Context: an optimization exercise on an open-source flow, tuned for small area and few clock cycles per item. The choices shown serve that exercise and are no tape-out recipe.
The RTL was checked by simulation tests, not by an equivalence proof against the original design.

==> flow/design.v <==
package bpq_pkg;
  localparam int DEPTH_DEF      = 16;
  localparam int DATA_WIDTH_DEF = 32;
  localparam int PRIO_WIDTH_DEF = 8;
  localparam int CAP_WIDTH   = 5;
  localparam int OCC_WIDTH   = 5;
  localparam int STAT_WIDTH  = 2;
  localparam int APB_AW      = 3;
  localparam int APB_DW      = 32;
  localparam logic [CAP_WIDTH-1:0] CAP_RESET = 5'd16;
  localparam logic [STAT_WIDTH-1:0] STATUS_OK        = 2'd0;
  localparam logic [STAT_WIDTH-1:0] STATUS_OVERFLOW  = 2'd1;
  localparam logic [STAT_WIDTH-1:0] STATUS_UNDERFLOW = 2'd2;
  localparam logic MODE_ENQ = 1'b0;
  localparam logic MODE_DEQ = 1'b1;
  localparam logic REG_CAPACITY = 1'b0;
  typedef struct packed {
    logic ins;
    logic del;
  } bpq_op_t;
endpackage
module bpq_regs (
  input  logic                          clk,
  input  logic                          rst,
  input  logic                          psel,
  input  logic                          penable,
  input  logic                          pwrite,
  input  logic [bpq_pkg::APB_AW-1:0]    paddr,
  input  logic [bpq_pkg::APB_DW-1:0]    pwdata,
  output logic [bpq_pkg::APB_DW-1:0]    prdata,
  output logic                          pready,
  output logic [bpq_pkg::CAP_WIDTH-1:0] capacity
);
  logic reg_sel;
  logic wr_beat;
  assign reg_sel = paddr[2];
  assign pready  = 1'b1;
  assign wr_beat = psel && penable && pwrite && pready;
  always_ff @(posedge clk) begin
    if (rst) begin
      capacity <= bpq_pkg::CAP_RESET;
    end else if (wr_beat && (reg_sel == bpq_pkg::REG_CAPACITY)) begin
      capacity <= pwdata[bpq_pkg::CAP_WIDTH-1:0];
    end
  end
  always_comb begin
    prdata = '0;
    if (reg_sel == bpq_pkg::REG_CAPACITY) begin
      prdata = {{(bpq_pkg::APB_DW-bpq_pkg::CAP_WIDTH){1'b0}}, capacity};
    end
  end
endmodule
module bpq_cell #(
  parameter int DATA_WIDTH = bpq_pkg::DATA_WIDTH_DEF,
  parameter int PRIO_WIDTH = bpq_pkg::PRIO_WIDTH_DEF
) (
  input  logic                  clk,
  input  logic                  keep,
  input  logic                  take_prev,
  input  logic                  take_new,
  input  logic [DATA_WIDTH-1:0] new_data,
  input  logic [PRIO_WIDTH-1:0] new_prio,
  input  logic [DATA_WIDTH-1:0] prev_data,
  input  logic [PRIO_WIDTH-1:0] prev_prio,
  output logic [DATA_WIDTH-1:0] data,
  output logic [PRIO_WIDTH-1:0] prio
);
  always_ff @(posedge clk) begin
    data <= ~(({DATA_WIDTH{keep}}      & data)
            | ({DATA_WIDTH{take_prev}} & prev_data)
            | ({DATA_WIDTH{take_new}}  & new_data));
    prio <= ({PRIO_WIDTH{keep}}      & prio)
          | ({PRIO_WIDTH{take_prev}} & prev_prio)
          | ({PRIO_WIDTH{take_new}}  & new_prio);
  end
endmodule
module bounded_priority_queue #(
  parameter int DEPTH      = bpq_pkg::DEPTH_DEF,
  parameter int DATA_WIDTH = bpq_pkg::DATA_WIDTH_DEF,
  parameter int PRIO_WIDTH = bpq_pkg::PRIO_WIDTH_DEF
) (
  input  logic                           clk,
  input  logic                           rst,
  input  logic                           start,
  output logic                           busy,
  input  logic                           mode,
  input  logic signed [DATA_WIDTH-1:0]   data_in,
  input  logic [PRIO_WIDTH-1:0]          priority_in,
  output logic                           done,
  output logic [bpq_pkg::STAT_WIDTH-1:0] status,
  output logic signed [DATA_WIDTH-1:0]   data_out,
  output logic [PRIO_WIDTH-1:0]          priority_out,
  output logic [bpq_pkg::OCC_WIDTH-1:0]  occupancy,
  input  logic                           psel,
  input  logic                           penable,
  input  logic                           pwrite,
  input  logic [bpq_pkg::APB_AW-1:0]     paddr,
  input  logic [bpq_pkg::APB_DW-1:0]     pwdata,
  output logic [bpq_pkg::APB_DW-1:0]     prdata,
  output logic                           pready
);
  localparam int CNT_WIDTH = $clog2(DEPTH + 1);
  logic [bpq_pkg::CAP_WIDTH-1:0] capacity;
  logic [CNT_WIDTH-1:0]  count;
  logic                  full;
  logic                  empty;
  logic                  do_ins;
  logic                  do_del;
  logic                  res_del;
  logic                  phase;      
  logic [DATA_WIDTH-1:0] new_data;
  logic [DATA_WIDTH-1:0] rd_data;
  logic [DEPTH-1:0]      valid;
  logic [DEPTH-1:0]      stay;
  logic [DEPTH-1:0]      keep;
  logic [DEPTH-1:0]      take_prev;
  logic [DEPTH-1:0]      take_new;
  logic [DEPTH-1:0]      rd_hot;
  logic [DATA_WIDTH-1:0] slot_data [DEPTH];
  logic [PRIO_WIDTH-1:0] slot_prio [DEPTH];
  assign busy = 1'b0;
  bpq_regs u_regs (
    .clk      (clk),
    .rst      (rst),
    .psel     (psel),
    .penable  (penable),
    .pwrite   (pwrite),
    .paddr    (paddr),
    .pwdata   (pwdata),
    .prdata   (prdata),
    .pready   (pready),
    .capacity (capacity)
  );
  assign full   = (count >= CNT_WIDTH'(DEPTH)) || ({1'b0, count} >= {1'b0, capacity});
  assign empty  = (count == '0);
  assign do_ins = start && (mode == bpq_pkg::MODE_ENQ) && !full;
  assign do_del = start && (mode == bpq_pkg::MODE_DEQ) && !empty;
  function automatic logic prio_lt(input logic [PRIO_WIDTH-1:0] a, input logic [PRIO_WIDTH-1:0] b);
    logic lt;
    lt = 1'b0;
    for (int k = 0; k < PRIO_WIDTH; k++) begin
      lt = (~a[k] & b[k]) | ((~a[k] | b[k]) & lt);
    end
    prio_lt = lt;
  endfunction
  always_comb begin
    for (int i = 0; i < DEPTH; i++) begin
      valid[i] = (count > CNT_WIDTH'(i));
      stay[i]  = !do_ins || (valid[i] && prio_lt(slot_prio[i], priority_in));
    end
    for (int i = 0; i < DEPTH; i++) begin
      if (i == 0) begin
        take_prev[i] = 1'b0;
        take_new[i]  = !stay[i];
        keep[i]      = stay[i];
      end else begin
        take_prev[i] = !stay[i-1];
        take_new[i]  = stay[i-1] && !stay[i];
        keep[i]      = stay[i-1] && stay[i];
      end
    end
  end
  genvar g;
  generate
    for (g = 0; g < DEPTH; g++) begin : g_slot
      logic [DATA_WIDTH-1:0] p_data;
      logic [PRIO_WIDTH-1:0] p_prio;
      if (g == 0) begin : g_bottom
        assign p_data = '0;
        assign p_prio = '0;
      end else begin : g_body
        assign p_data = slot_data[g-1];
        assign p_prio = slot_prio[g-1];
      end
      bpq_cell #(
        .DATA_WIDTH (DATA_WIDTH),
        .PRIO_WIDTH (PRIO_WIDTH)
      ) u_cell (
        .clk       (clk),
        .keep      (keep[g]),
        .take_prev (take_prev[g]),
        .take_new  (take_new[g]),
        .new_data  (new_data),
        .new_prio  (priority_in),
        .prev_data (p_data),
        .prev_prio (p_prio),
        .data      (slot_data[g]),
        .prio      (slot_prio[g])
      );
    end
  endgenerate
  assign new_data = data_in ^ {DATA_WIDTH{phase}};
  always_ff @(posedge clk) begin
    if (rst) begin
      phase <= 1'b0;
    end else begin
      phase <= !phase;
    end
  end
  always_ff @(posedge clk) begin
    if (rst) begin
      count <= '0;
      done  <= 1'b0;
    end else begin
      done <= start;
      if (do_ins) begin
        count <= count + 1'b1;
      end else if (do_del) begin
        count <= count - 1'b1;
      end
    end
  end
  always_ff @(posedge clk) begin
    if (start && mode == bpq_pkg::MODE_ENQ && full) begin
      status <= bpq_pkg::STATUS_OVERFLOW;
    end else if (start && mode == bpq_pkg::MODE_DEQ && empty) begin
      status <= bpq_pkg::STATUS_UNDERFLOW;
    end else begin
      status <= bpq_pkg::STATUS_OK;
    end
    res_del <= do_del;
  end
  assign occupancy = bpq_pkg::OCC_WIDTH'(count);
  always_comb begin
    rd_data      = '0;
    priority_out = '0;
    for (int i = 0; i < DEPTH; i++) begin
      rd_hot[i]    = res_del && (count == CNT_WIDTH'(i));
      rd_data      = rd_data      | ({DATA_WIDTH{rd_hot[i]}} & slot_data[i]);
      priority_out = priority_out | ({PRIO_WIDTH{rd_hot[i]}} & slot_prio[i]);
    end
    data_out = rd_data ^ {DATA_WIDTH{res_del && phase}};
  end
endmodule
clock: 4.0 ns
lec_check: 0
cap_margin: 10
cell_pad_in_sites_detail_placement: 1
core_margin: 2
core_utilization: 30
place_density: 0.45
slew_margin: 10
synth_hierarchical: 1
cts_args: -sink_clustering_enable -repair_clock_nets -dont_use_dummy_load -buf_list sky130_fd_sc_hd__clkbuf_8 -sink_clustering_size 16 -sink_clustering_max_diameter 60
buffer_ports_args: -buffer_cell sky130_fd_sc_hd__buf_1
standard.sh (not shown) runs the stock make flow with config.mk's settings and CLKGATE_MAP_FILE= SYNTH_SCRIPT=/design/flow/synth_recipe.tcl, a recipe that flattens the netlist after the stock synthesis.
==> flow/flow/run.sh <==
#!/bin/bash
# Own layout flow: the standard ORFS flow (standard.sh) with changes that
# only affect how much buffering the layout gets:
#  - clock tree synthesis without dummy loads, with clkbuf_8 buffers driving
#    clusters of up to 16 registers,
#  - port buffers of the smallest buffer cell.
# make's output goes to standard_flow.log in the work folder; ORFS's own
# per-step logs stay under orfs/logs.
set -euo pipefail
cat >> config.mk <<'EOC'
export CTS_ARGS = -sink_clustering_enable -repair_clock_nets -dont_use_dummy_load -buf_list sky130_fd_sc_hd__clkbuf_8 -sink_clustering_size 16 -sink_clustering_max_diameter 60
export BUFFER_PORTS_ARGS = -buffer_cell sky130_fd_sc_hd__buf_1
EOC
bash standard.sh > standard_flow.log 2>&1
Testbench counts at the start, summed over its fixed seeds: cycles 12,008, commands 12,000.
Rerun with:
Settings changed: CELL_PAD_IN_SITES_DETAIL_PLACEMENT 1 to default, GPL_TIMING_DRIVEN from default to 0, PLACE_DENSITY 0.45 to default.
What happened: The changed run ran to the end with violations: negative setup slack. Global-route usage rose by 0.82 points. Wire length climbs by about 2.4%. Maximum frequency drops by 5.2%.

-- port drivers added, routing unchanged --
The flow's constraints put no driver on any port. The routed layouts listed below were extracted and timed again, unchanged, in two steps.
Step 1 assumes that a clkbuf_16 drives the clock port and a buf_2 every other input.
Step 2 also shifts input and output timing later by t, the mid clock arrival at the registers, as if the neighbouring blocks saw the same clock.
Slacks: ideal / step 1 / step 2; pairs: ideal / step 1.
run | t, ns | setup WS [ns] | worst setup path at the end | latest minus earliest clock arrival (ns) | cell pins on the clock port's net
the first run | 0.786 | 0.083 / 0.014 / -0.290 | input to register | 0.103 / 0.103 | 1
the second run | 0.783 | -0.132 / -0.197 / -0.824 | input to register | 0.090 / 0.090 | 1
Met with ideal ports but missed after step 2: setup timing in the first run. The setup slack of the second run, which loses most, moves by -0.065 ns with the drivers and by -0.692 ns with both steps.
